What follows belongs to an exercise in optimizing a design on an open flow for small area, a short achievable clock period and few clock cycles per item; a production flow would make more cautious choices. The RTL was checked by simulation tests, not by an equivalence proof against the original design. Power is estimated from default activity; no workload was simulated.

$ cat run.sh
#!/bin/bash
# synth_recipe.tcl (not shown) runs the flow's synth.tcl, then flattens the netlist and writes it again
# the make line also repeats each setting of config.mk as NAME=value (left out here)
make -C /OpenROAD-flow-scripts/flow DESIGN_CONFIG=/design/flow/config.mk WORK_HOME=/design/flow/orfs CLKGATE_MAP_FILE= SYNTH_SCRIPT=/design/flow/synth_recipe.tcl finish
$ cat config.mk
export PLATFORM = sky130hd
export DESIGN_NAME = shelf_first_fit_packer
export DESIGN_NICKNAME = shelf_first_fit_packer
export VERILOG_FILES = /design/flow/design.v
export SDC_FILE = /design/flow/constraint.sdc
export NUM_CORES = 4
export LEC_CHECK = 0
export CAP_MARGIN = 20
export CORE_MARGIN = 2
export CORE_UTILIZATION = 40
export SLEW_MARGIN = 20
$ cat constraint.sdc
create_clock -name core_clock -period 7.0 [get_ports {clk}]
set_input_delay 1.4000 -clock core_clock [delete_from_list [all_inputs] [get_ports {clk}]]
set_output_delay 1.4000 -clock core_clock [all_outputs]
set_load 0.01 [all_outputs]
$ cat design.v
package sfp_pkg;
    localparam int DIM_W    = 13;
    localparam int POS_X_W  = 12;
    localparam int POS_Y_W  = 18;
    localparam int STATUS_W = 3;
    localparam int HGT_W    = 19;
    localparam logic OP_PLACE = 1'b0;
    localparam logic OP_CLEAR = 1'b1;
    localparam logic [STATUS_W-1:0] ST_OLD_SHELF = 3'd0;
    localparam logic [STATUS_W-1:0] ST_NEW_SHELF = 3'd1;
    localparam logic [STATUS_W-1:0] ST_TOO_WIDE  = 3'd2;
    localparam logic [STATUS_W-1:0] ST_FULL      = 3'd3;
    localparam logic [STATUS_W-1:0] ST_CLEARED   = 3'd4;
    typedef struct packed {
        logic [DIM_W-1:0] used;
        logic [DIM_W-1:0] height;
    } shelf_t;
    typedef struct packed {
        logic [POS_X_W-1:0]  pos_x;
        logic [POS_Y_W-1:0]  pos_y;
        logic [STATUS_W-1:0] status;
        logic [HGT_W-1:0]    sheet_height;
    } result_t;
    typedef struct packed {
        logic    valid;
        result_t res;
    } push_t;
endpackage
module shelf_first_fit_packer (
    input  logic                         clk,
    input  logic                         rst_n,
    input  logic                         in_valid,
    output logic                         in_ready,
    input  logic                         in_op,
    input  logic [sfp_pkg::DIM_W-1:0]    in_rect_width,
    input  logic [sfp_pkg::DIM_W-1:0]    in_rect_height,
    output logic                         out_valid,
    input  logic                         out_ready,
    output logic [sfp_pkg::POS_X_W-1:0]  out_pos_x,
    output logic [sfp_pkg::POS_Y_W-1:0]  out_pos_y,
    output logic [sfp_pkg::STATUS_W-1:0] out_status,
    output logic [sfp_pkg::HGT_W-1:0]    out_sheet_height,
    input  logic                         cfg_wr_en,
    input  logic [sfp_pkg::DIM_W-1:0]    cfg_wr_data
);
    localparam int N       = 64;
    localparam int NG      = 8;             
    localparam int DW      = sfp_pkg::DIM_W;
    localparam int XW      = sfp_pkg::POS_X_W;
    localparam int YW      = sfp_pkg::POS_Y_W;
    localparam int SW      = sfp_pkg::STATUS_W;
    localparam int HW      = sfp_pkg::HGT_W;
    localparam int RW      = XW + YW + SW + HW;
    localparam int MAX_DIM = 4096;
    localparam bit PER_SHELF_ADD = 1'b1;
    logic halt_r;        
    logic in_ready_r;    
    logic accept;
    assign in_ready = in_ready_r;
    assign accept   = in_valid && in_ready_r;
    logic [DW-1:0] sw_r;
    logic [DW-1:0] effw;
    always_ff @(posedge clk or negedge rst_n)
    begin
        if (!rst_n)
            sw_r <= DW'(1024);
        else if (cfg_wr_en)
            sw_r <= cfg_wr_data;
    end
    assign effw = (sw_r > DW'(MAX_DIM)) ? DW'(MAX_DIM) : sw_r;
    logic          v0;
    logic          op0;
    logic          tw0;
    logic [DW-1:0] w0;
    logic [DW-1:0] h0;
    logic [DW-1:0] wmw0;
    always_ff @(posedge clk or negedge rst_n)
    begin
        if (!rst_n)
            v0 <= 1'b0;
        else if (!halt_r)
            v0 <= accept;
    end
    always_ff @(posedge clk)
    begin
        if (!halt_r)
        begin
            op0  <= in_op;
            tw0  <= (in_rect_width == '0) || (in_rect_width > effw)
                    || (in_rect_height > DW'(MAX_DIM));
            w0   <= in_rect_width;
            h0   <= in_rect_height;
            wmw0 <= effw - in_rect_width;
        end
    end
    logic [6:0]    n_r;
    logic [HW-1:0] t_r;
    logic [DW-1:0] used [N];
    logic [DW-1:0] hgt  [N];
    logic [YW-1:0] ybase [1:N/NG-1];
    logic [N-1:0]  valid;
    logic [N-1:0]  fit;
    logic [N-1:0]  pfx;       
    logic [N-1:0]  fsel;      
    logic          any;
    logic [DW-1:0] sel_used;
    logic [5:0]    enc;
    logic          place;     
    logic          go_place;
    logic          go_clear;
    logic          open;
    always_comb
    begin
        for (int k = 0; k < N; k++)
        begin
            valid[k] = (n_r > 7'(k));
            fit[k]   = valid[k] && (hgt[k] >= h0) && (used[k] <= wmw0);
        end
    end
    always_comb
    begin
        logic [N-1:0] p;
        p = fit;
        for (int l = 0; l < 6; l++)
        begin
            for (int k = 0; k < N; k++)
            begin
                if ((k >> l) & 1)
                    p[k] = p[k] | p[((k >> l) << l) - 1];
            end
        end
        pfx = p;
    end
    assign fsel = fit & ~{pfx[N-2:0], 1'b0};
    assign any  = pfx[N-1];
    always_comb
    begin
        sel_used = '0;
        enc      = '0;
        for (int k = 0; k < N; k++)
        begin
            sel_used = sel_used | (used[k] & {DW{fsel[k]}});
            enc      = enc | (6'(k) & {6{fsel[k]}});
        end
    end
    assign place    = v0 && !op0 && !tw0;
    assign go_place = place && !halt_r;
    assign go_clear = v0 && op0 && !halt_r;
    assign open     = go_place && !any && !n_r[6];
    generate
        if (PER_SHELF_ADD)
        begin : g_add_each
            for (genvar k = 0; k < N; k++)
            begin : g_sh
                always_ff @(posedge clk)
                begin
                    if (!valid[k])
                    begin
                        used[k] <= w0;
                        hgt[k]  <= h0;
                    end
                    else if (go_place && fsel[k])
                    begin
                        used[k] <= used[k] + w0;
                    end
                end
            end
        end
        else
        begin : g_add_one
            logic [DW-1:0] new_used;
            assign new_used = sel_used + w0;
            for (genvar k = 0; k < N; k++)
            begin : g_sh
                always_ff @(posedge clk)
                begin
                    if (!valid[k] || (go_place && fsel[k]))
                        used[k] <= new_used;
                    if (!valid[k])
                        hgt[k] <= h0;
                end
            end
        end
    endgenerate
    generate
        for (genvar g = 1; g < N / NG; g++)
        begin : g_yb
            always_ff @(posedge clk)
            begin
                if (!valid[g * NG])
                    ybase[g] <= t_r[YW-1:0];
            end
        end
    endgenerate
    always_ff @(posedge clk or negedge rst_n)
    begin
        if (!rst_n)
        begin
            n_r <= '0;
            t_r <= '0;
        end
        else if (go_clear)
        begin
            n_r <= '0;
            t_r <= '0;
        end
        else if (open)
        begin
            n_r <= n_r + 7'd1;
            t_r <= t_r + HW'(h0);
        end
    end
    logic          v1;
    logic [SW-1:0] st1;
    logic [XW-1:0] px1;
    logic [HW-1:0] sh1;
    logic [5:0]    idx1;
    always_ff @(posedge clk or negedge rst_n)
    begin
        if (!rst_n)
            v1 <= 1'b0;
        else if (!halt_r)
            v1 <= v0;
    end
    always_ff @(posedge clk)
    begin
        if (!halt_r)
        begin
            if (op0)
            begin
                st1  <= sfp_pkg::ST_CLEARED;
                px1  <= '0;
                sh1  <= '0;
                idx1 <= '0;
            end
            else if (tw0)
            begin
                st1  <= sfp_pkg::ST_TOO_WIDE;
                px1  <= '0;
                sh1  <= t_r;
                idx1 <= '0;
            end
            else if (any)
            begin
                st1  <= sfp_pkg::ST_OLD_SHELF;
                px1  <= sel_used[XW-1:0];
                sh1  <= t_r;
                idx1 <= enc;
            end
            else if (n_r[6])
            begin
                st1  <= sfp_pkg::ST_FULL;
                px1  <= '0;
                sh1  <= t_r;
                idx1 <= '0;
            end
            else
            begin
                st1  <= sfp_pkg::ST_NEW_SHELF;
                px1  <= '0;
                sh1  <= t_r + HW'(h0);
                idx1 <= n_r[5:0];
            end
        end
    end
    function automatic logic [2*YW-1:0] csa(input logic [YW-1:0] a,
                                            input logic [YW-1:0] b,
                                            input logic [YW-1:0] c);
        logic [YW-1:0] s;
        logic [YW-1:0] cy;
        s  = a ^ b ^ c;
        cy = (a & b) | (a & c) | (b & c);
        csa = {cy[YW-2:0], 1'b0, s};
    endfunction
    logic [2:0]    grp;
    logic [2:0]    off;
    logic [YW-1:0] op [NG];
    logic [YW-1:0] posy2;
    assign grp = idx1[5:3];
    assign off = idx1[2:0];
    always_comb
    begin
        op[0] = (grp == 3'd0) ? '0 : ybase[grp];
        for (int p = 0; p < NG - 1; p++)
        begin
            if (3'(p) < off)
                op[p + 1] = YW'(hgt[{grp, 3'(p)}]);
            else
                op[p + 1] = '0;
        end
    end
    always_comb
    begin
        logic [YW-1:0] s1, c1, s2, c2, s3, c3, s4, c4, s5, c5, s6, c6;
        {c1, s1} = csa(op[0], op[1], op[2]);
        {c2, s2} = csa(op[3], op[4], op[5]);
        {c3, s3} = csa(s1, c1, s2);
        {c4, s4} = csa(c2, op[6], op[7]);
        {c5, s5} = csa(s3, c3, s4);
        {c6, s6} = csa(s5, c5, c4);
        posy2 = s6 + c6;
    end
    logic          head_v;
    logic          skid_v;
    logic [RW-1:0] head_d;
    logic [RW-1:0] skid_d;
    logic [RW-1:0] new_d;
    logic          push;
    logic          pop;
    logic          head_v_nx;
    logic          skid_v_nx;
    assign new_d = {px1, posy2, st1, sh1};
    assign push  = v1 && !halt_r;
    assign pop   = head_v && out_ready;
    always_comb
    begin
        head_v_nx = head_v;
        skid_v_nx = skid_v;
        if (pop)
        begin
            if (skid_v)
                skid_v_nx = push;
            else
                head_v_nx = push;
        end
        else if (push)
        begin
            if (head_v)
                skid_v_nx = 1'b1;
            else
                head_v_nx = 1'b1;
        end
    end
    always_ff @(posedge clk or negedge rst_n)
    begin
        if (!rst_n)
        begin
            head_v     <= 1'b0;
            skid_v     <= 1'b0;
            halt_r     <= 1'b0;
            in_ready_r <= 1'b1;
        end
        else
        begin
            head_v     <= head_v_nx;
            skid_v     <= skid_v_nx;
            halt_r     <= head_v_nx && skid_v_nx;
            in_ready_r <= !(head_v_nx && skid_v_nx);
        end
    end
    always_ff @(posedge clk)
    begin
        if (pop || !head_v)
            head_d <= skid_v ? skid_d : new_d;
        if (pop || !skid_v)
            skid_d <= new_d;
    end
    assign out_valid        = head_v;
    assign out_pos_x        = head_d[RW-1 -: XW];
    assign out_pos_y        = head_d[HW+SW +: YW];
    assign out_status       = head_d[HW +: SW];
    assign out_sheet_height = head_d[HW-1:0];
endmodule
==> flow_summary.yaml, run 1 <==
status:
  status: "complete, but fails checks"
  violations: "setup timing"
cells_and_area:
  fin_area_um2: 178000
  syn_to_final_growth_pct: 16.4
  layout_common_cells: "2483 x ha_1, 1975 x edfxtp_1, 1307 x nand2_1"
  final_nets: 18600
  mostFrequentLayoutCell: "ha_1"
  drive_gt1_share_pct: 12.0
  utilization_pct: 46.7
global_routing:
  grt_first_pass_wirelength_mm: 941
  antenna_found_initial: 74
  grt_start_max_net_pins: 80
  track_usage_pct: 33.9
  grt_overflow: 0
  grt_pass1_vias: 122000
pwr:
  p_int_w: 0.0397
  p_per_area_nw_per_um2: 400
  power_frac_seq_pct: 29.3
  combinationalPowerShare_pct: 51.8
  swShare_pct: 44.3
  pwr-share-clk_pct: 18.9
  power_leakage_nw: 77.3
  p_sw_w: 0.0316
  peakVddDrop_mv: 0.356
logic_synthesis:
  avgSynthCellArea_um2: 10.3
  ys_warn_count: 23
  syn_inst: 14900
  synth_ff_type: "edfxtp_1"
  synth.cell_area_um2: 153000
  async_flop_share_pct: 2.23
  synth-edff-count: 1975
  synth_cell_types: 106
  synth_seq_area_share_pct: 39.5
  synth.ff_latch_count: 2020
  syn_nets: 17500
clock_network:
  hold_buffers: 0
  cts_max_level: 4
  clkTransAtPathRegs_ns: 0.06
  numCtsBuffers: 242
  clk_path_buf_depth: 4
  clk_latency_ns: 1.04
  cts_sinks: 2020
  cts_tree: "built"
  ctsRootBufferMaster: "clkbuf_16"
drt:
  vias: 131000
  drt_iter0_drc: 17000
  drt_wl_total_mm: 678
  drt-pass1-iter-count: 7
  wl_per_cell_um: 32.1
  drcViolationCount: 0
  final_antenna_net_count: 0
  vias_per_cell: 6.21
place:
  io_buffers: 98
  gp_congestion: 1.08
  dpl_cell_area_um2: 170000
  dp.final_hpwl_mm: 520
  pre_cts_ws_ns: -0.153
floorplanning:
  core_um2: 382000
  dieWidth_um: 623
  dieArea_um2: 388000
  start_util_pct: 40.1
  die_y_um: 623
  ioPinCount: 99
  fp-row-count: 227
worst_hold_path:
  hp-class: "flip-flop to flip-flop"
  min_path_cells: 0
  holdPathEnd: "skid_d[19]"
  hp-start: "st1[0]"
sta:
  finalCritPeriodShare_pct: 101
  relSlewSlack_pct: 16.2
  min_period_ns: 7.10
  rsz0062_at_grt: "no"
  whs_ns: 0.416
  worstMarginPinSlew_ns: 1.26
  postLayoutSetupSlackWorst_ns: -0.0980
  setup_viol: 4
  slew_viol_final: 0
  fin_skew_ns: 0.156
  max_freq_ghz: 0.141
  hold_viol: 0
worst_setup_path:
  critical_path_class: "flip-flop to flip-flop"
  critPathLaunchType: "flip-flop"
  cp_max_fo: 12
  reg2reg_depth: 25
  r2r_start: "h0[9]"
  r2r_slack_ns: -0.1
  cp.required_ns: 7.83
  crit_path_end_kind: "flip-flop"
  worst_r2r_endpoint: "px1[0]"
  arrival_ns: 7.93
job:
  cap_violations: 0
==> power groups by stage <==
stage               registers [W]  clock network (W)  logic, W
finish                     0.0209             0.0135    0.0369
global route               0.0210             0.0140    0.0404
CTS                        0.0207             0.0136    0.0359
detailed placement         0.0209                  0    0.0357
global placement           0.0209                  0    0.0352
floorplan                  0.0193                  0    0.0218
==> worst max-delay path, cell delays in order, from the launching register on <==
cell and delay (ns):
edfxtp_1 0.39, clkinv_2 0.34, buf_12 0.30, ha_1 0.21, a21o_1 0.15, a211oi_1 0.99, buf_4 0.26, nand2_1 0.05
a31oi_1 0.29, buf_4 0.26, o32a_1 0.29, nand4_1 0.12, buf_4 0.18, buf_4 0.17, nor3b_2 0.42, buf_4 0.27
nand3_1 0.16, buf_12 0.21, nor4_1 0.54, buf_4 0.25, a222oi_1 0.13, nand4_1 0.18, buf_12 0.15, or3_1 0.22
o21a_1 0.19, buf_12 0.15
==> cells in the mapped netlist, drive strengths merged, types with 159 or more instances <==
cell / n / area, um^2
a21boi: 300 / 2250
a21o: 309 / 2320
a21oi: 1051 / 5280
clkbuf: 352 / 1320
edfxtp: 1975 / 59300
ha: 2484 / 31100
inv: 858 / 3220
nand2: 1310 / 4920
nand2b: 280 / 1750
nand3: 242 / 1210
nand4: 199 / 1250
nor2: 973 / 3650
nor2b: 159 / 995
o21ai: 1169 / 5850
o31ai: 222 / 1670
xnor2: 307 / 2690
xor2: 304 / 2660
==> stage by stage <==
stage | TNS, ns | total power, W | cells
2_1_floorplan | 0 | 0.0412 | 14900
3_3_place_gp | -0.431 | 0.0561 | 20700
3_5_place_dp | -0.494 | 0.0565 | 20700
4_1_cts | -0.0102 | 0.0702 | 21100
5_1_grt | 0 | 0.0753 | 21100
6_report | -0.233 | 0.0713 | 21200
==> per-layer routing <==
metal  share of wire [%]  vias up  track usage (%)
li1                    -    58400                -
met1                  39    64000             44.3
met2                  42     7153             50.5
met3                  11     1758             8.52
met4                 7.4       54             20.5
met5               0.054        -                0
==> worst max path at each step <==
stage	start	to	depth (start not counted)
floorplan	idx1[3]	head_d[38]	28
global placement	idx1[3]	head_d[38]	27
detailed placement	idx1[3]	head_d[38]	25
CTS	idx1[3]	head_d[37]	28
global route	idx1[3]	head_d[37]	29
finish	h0[9]	px1[0]	25
==> cells by family (layout without fill, tap and decap cells) <==
| logic type | Yosys count | in the layout | share of synthesized area (%) |
|---|---|---|---|
| compound gates | 4264 | 4264 | 17.7 |
| simple gates | 3668 | 3668 | 11.2 |
| fa+ha+maj | 2627 | 2627 | 22.2 |
| flops | 2020 | 2020 | 39.5 |
| buf+inv | 1335 | 2578 | 3.31 |
| xor+xnor | 611 | 611 | 3.49 |
| mux | 326 | 326 | 2.68 |
| other cells | 0 | 28 | 0 |
==> sequential cells by signal (all words and copies together) (netlist names), 3 cells and up <==
name,count
hgt,832
sh1,19
ybase,126
head_d,52
px1,12
t_r,19
w0,13
h0,13
idx1,6
sw_r,13
used,832
n_r,7
wmw0,13
skid_d,52
st1,3
==> timing repair <==
action / 4_1_cts / 5_1_grt
endpoints found under the hold margin: 0 / 0
setup buffers: 0 / 7
resized for setup: 11 / 45
pin swaps: 4 / 18
setup endpoints to repair: 6 / 11
==> cell type report <==
cell class | instances | area, um^2
inverter | 886 | 3400
antenna | 28 | 70.1
fill | 35500 | 203000
clock buffer | 288 | 6290
multi-input combinational | 11500 | 88400
sequential | 2020 | 60400
timing repair buffer | 1242 | 11500
tap | 5038 | 6300
clock inverter | 162 | 1820
Testbench counts, summed over its fixed seeds: cycles 9,259, items 9,235.
==> inputs of run 2 (changes only) <==
--- a/design.v
+++ b/design.v
@@ -52,7 +52,7 @@
     localparam int HW      = sfp_pkg::HGT_W;
     localparam int RW      = XW + YW + SW + HW;
     localparam int MAX_DIM = 4096;
-    localparam bit PER_SHELF_ADD = 1'b1;
+    localparam bit PER_SHELF_ADD = 1'b0;
     logic halt_r;        
     logic in_ready_r;    
     logic accept;
==> run 2 against run 1 <==
Effect of this change:
- non-clock buffer count grew 1976
- critical endpoint is now used[15][12]
- critical path type unchanged
- still fails the layout checks on setup timing
- via count shrank 19%
- cell count shrank 20%
- setup slack lost 0.90 ns
- largest cell class is now sequential cells
- highest routed layer unchanged
- design area shrank 9.7%
==> flow_summary.yaml, run 2 <==
clock_network:
  hold_buffers: 0
  cts_tree: "built"
  numCtsBuffers: 234
  cts_max_level: 4
  clkTransAtPathRegs_ns: 0.06
  clk_path_buf_depth: 4
  ctsRootBufferMaster: "clkbuf_16"
  clk_latency_ns: 0.99
  cts_sinks: 2020
worst_setup_path:
  r2r_start: "h0[10]"
  crit_path_end_kind: "flip-flop"
  max_stage_delay_ns: 0.62
  cp.required_ns: 7.65
  cp.depth: 34
  reg2reg_depth: 34
  endpoint: "used[15][12]"
  arrival_ns: 8.65
  critPathLaunchType: "flip-flop"
  critical_path_class: "flip-flop to flip-flop"
  r2r_slack_ns: -1.00
  cp-startpoint: "h0[10]"
  crit_path_top_delay_cell: "or4b_4"
  worst_r2r_endpoint: "used[15][12]"
  cp_max_fo: 18
  path_buf_inv: 7
  crit_family: "simple AND/OR/NAND/NOR gates"
floorplanning:
  die_y_um: 548
  ioPinCount: 99
  core_um2: 294000
  start_util_pct: 40.3
  dieWidth_um: 548
  fp-row-count: 199
  dieArea_um2: 301000
drt:
  drt_iter0_drc: 13900
  drt-pass1-iter-count: 9
  vias_per_cell: 6.25
  drt_wl_total_mm: 606
  wl_per_cell_um: 35.8
  vias: 106000
  final_antenna_net_count: 0
  drcViolationCount: 0
sta:
  relSlewSlack_pct: 18.4
  setup_viol: 456
  fin_skew_ns: 0.0913
  max_freq_ghz: 0.125
  slew_viol_final: 0
  min_period_ns: 8.00
  postLayoutSetupSlackWorst_ns: -1.00
  finalCritPeriodShare_pct: 114
  rsz0062_at_grt: "yes"
  hold_viol: 0
  worstMarginPinSlew_ns: 1.22
  setup_tns_ns: -251.71
cells_and_area:
  utilization_pct: 54.7
  final_nets: 14600
  fillCellCount: 25000
  layout_common_cells: "2768 x buf_4, 1975 x edfxtp_1, 1697 x ha_1"
  fin_area_um2: 161000
  drive_gt1_share_pct: 31.2
  syn_to_final_growth_pct: 35.8
  fin_cells: 16900
  top_regs: "hgt (832), used (832), ybase (126)"
  mostFrequentLayoutCell: "buf_4"
pwr:
  p_per_area_nw_per_um2: 500
  power_w: 0.0805
  peakVddDrop_mv: 0.470
  power_leakage_nw: 69.5
place:
  gp_congestion: 1.15
  io_buffers: 98
  dp.final_hpwl_mm: 466
  dpl_cell_area_um2: 149000
  dpl.cell_count: 16300
status:
  status: "complete, but fails checks"
  violations: "setup timing"
global_routing:
  grt_first_pass_wirelength_mm: 823
  grt_overflow: 0
  antenna_found_initial: 51
  track_usage_pct: 39.2
  grt_pass1_vias: 103000
  grt_start_max_net_pins: 65
logic_synthesis:
  synth_ff_type: "edfxtp_1"
  synth.cell_area_um2: 119000
  netlist.area_leader.share_pct: 50.0
  synth_cell_types: 108
  synth-edff-count: 1975
  synthTopCellsByCount: "1975 x edfxtp_1, 1728 x ha_1, 591 x a21oi_1"
  synth.ff_latch_count: 2020
  avgSynthCellArea_um2: 12.3
  ys_warn_count: 23
  async_flop_share_pct: 2.23
  syn_nets: 11500
  synth_most_common_cell: "edfxtp_1"
  synth_seq_area_share_pct: 51.0
  syn_inst: 9608
  synthTopCellsByArea: "edfxtp_1 50%, ha_1 18%, a21oi_1 2.5%"
  synth_area_leader_cell: "edfxtp_1"
job:
  cap_violations: 0
worst_hold_path:
  hp-class: "flip-flop to flip-flop"
[run 2: cell families after synthesis]
kind of cell / after synthesis / synth area share, %
mux: 250 / 2.40
fa+ha+maj: 1808 / 19.6
simple gates: 2192 / 9.53
flops: 2020 / 51.0
xor+xnor: 48 / 0.355
compound gates: 2611 / 14.9
buf+inv: 679 / 2.23
[run 2: metal layers]
layer | GRT usage [%] | up-vias | part of all wire (%)
li1 | - | 44700 | -
met1 | 50.1 | 52900 | 38
met2 | 59.3 | 6617 | 43
met3 | 8.59 | 1617 | 10
met4 | 26.7 | 26 | 8.4
met5 | 0 | - | 0.028
[run 2: power breakdown]
part	leakage (nW)	switching, W	internal [W]
clock	3.62	0.00538	0.00697
combinational	44.2	0.0253	0.0195
sequential	21.7	0.00329	0.0200
[run 2: how the worst min path moves through the flow]
stage	from	to	slack, ns	depth (start not counted)
finish	sh1[1]	skid_d[1]	0.44	0
global route	sh1[7]	skid_d[7]	0.46	0
CTS	sh1[1]	skid_d[1]	0.44	0
detailed placement	sh1[1]	skid_d[1]	0.43	0
global placement	sh1[2]	skid_d[2]	0.43	0
floorplan	sh1[0]	skid_d[0]	0.42	0
[run 2: area by class of cell]
| type | instances | area [um^2] | area share [%] |
|---|---|---|---|
| Clock inverter | 141 | 1300 | 0.809 |
| Timing Repair Buffer | 3218 | 28300 | 17.6 |
| Inverter | 410 | 1590 | 0.990 |
| Clock buffer | 284 | 6140 | 3.81 |
| Multi-Input combinational cell | 6909 | 58200 | 36.1 |
| Sequential cell | 2020 | 60400 | 37.6 |
| Antenna cell | 31 | 77.6 | 0.0482 |
| Tap cell | 3919 | 4900 | 3.05 |
[run 2: timing repair]
action / 4_1_cts / 5_1_grt
gates resized for setup: 374 / 199
setup buffers: 100 / 54
setup endpoints to repair: 789 / 463
pin swaps: 110 / 113
gates cloned: 19 / 9
[run 2: through the flow]
stage	hold slack (ns)	setup slack, ns
2_1_floorplan	0.422	-1.88
3_3_place_gp	0.433	-2.13
3_5_place_dp	0.430	-1.79
4_1_cts	0.445	-0.848
5_1_grt	0.463	-1.04
6_report	0.443	-1.00
Testbench counts of run 2, summed over its fixed seeds: cycles 9,259, items 9,235.

-- static timing again, ports no longer ideal --
Ports are ideal in the flow. The routed layouts listed here were re-timed in OpenROAD. Step 1 assumes that a clkbuf_16 drives the clock port and a buf_2 every other input. Step 2 times the ports against the registers' clock, not the clock port: input delays grow and output delays shrink by t, the midpoint of the rising clock arrivals with the driver on. Three values: no drivers, after step 1, after step 2; two values: the first two.
run | t (ns) | setup WS [ns] | worst data-port slew with drivers (ns)
run 1 | 1.066 | -0.098 / -0.098 / -0.098 | 0.04
run 2 | 1.046 | -1.001 / -1.001 / -1.001 | 0.04
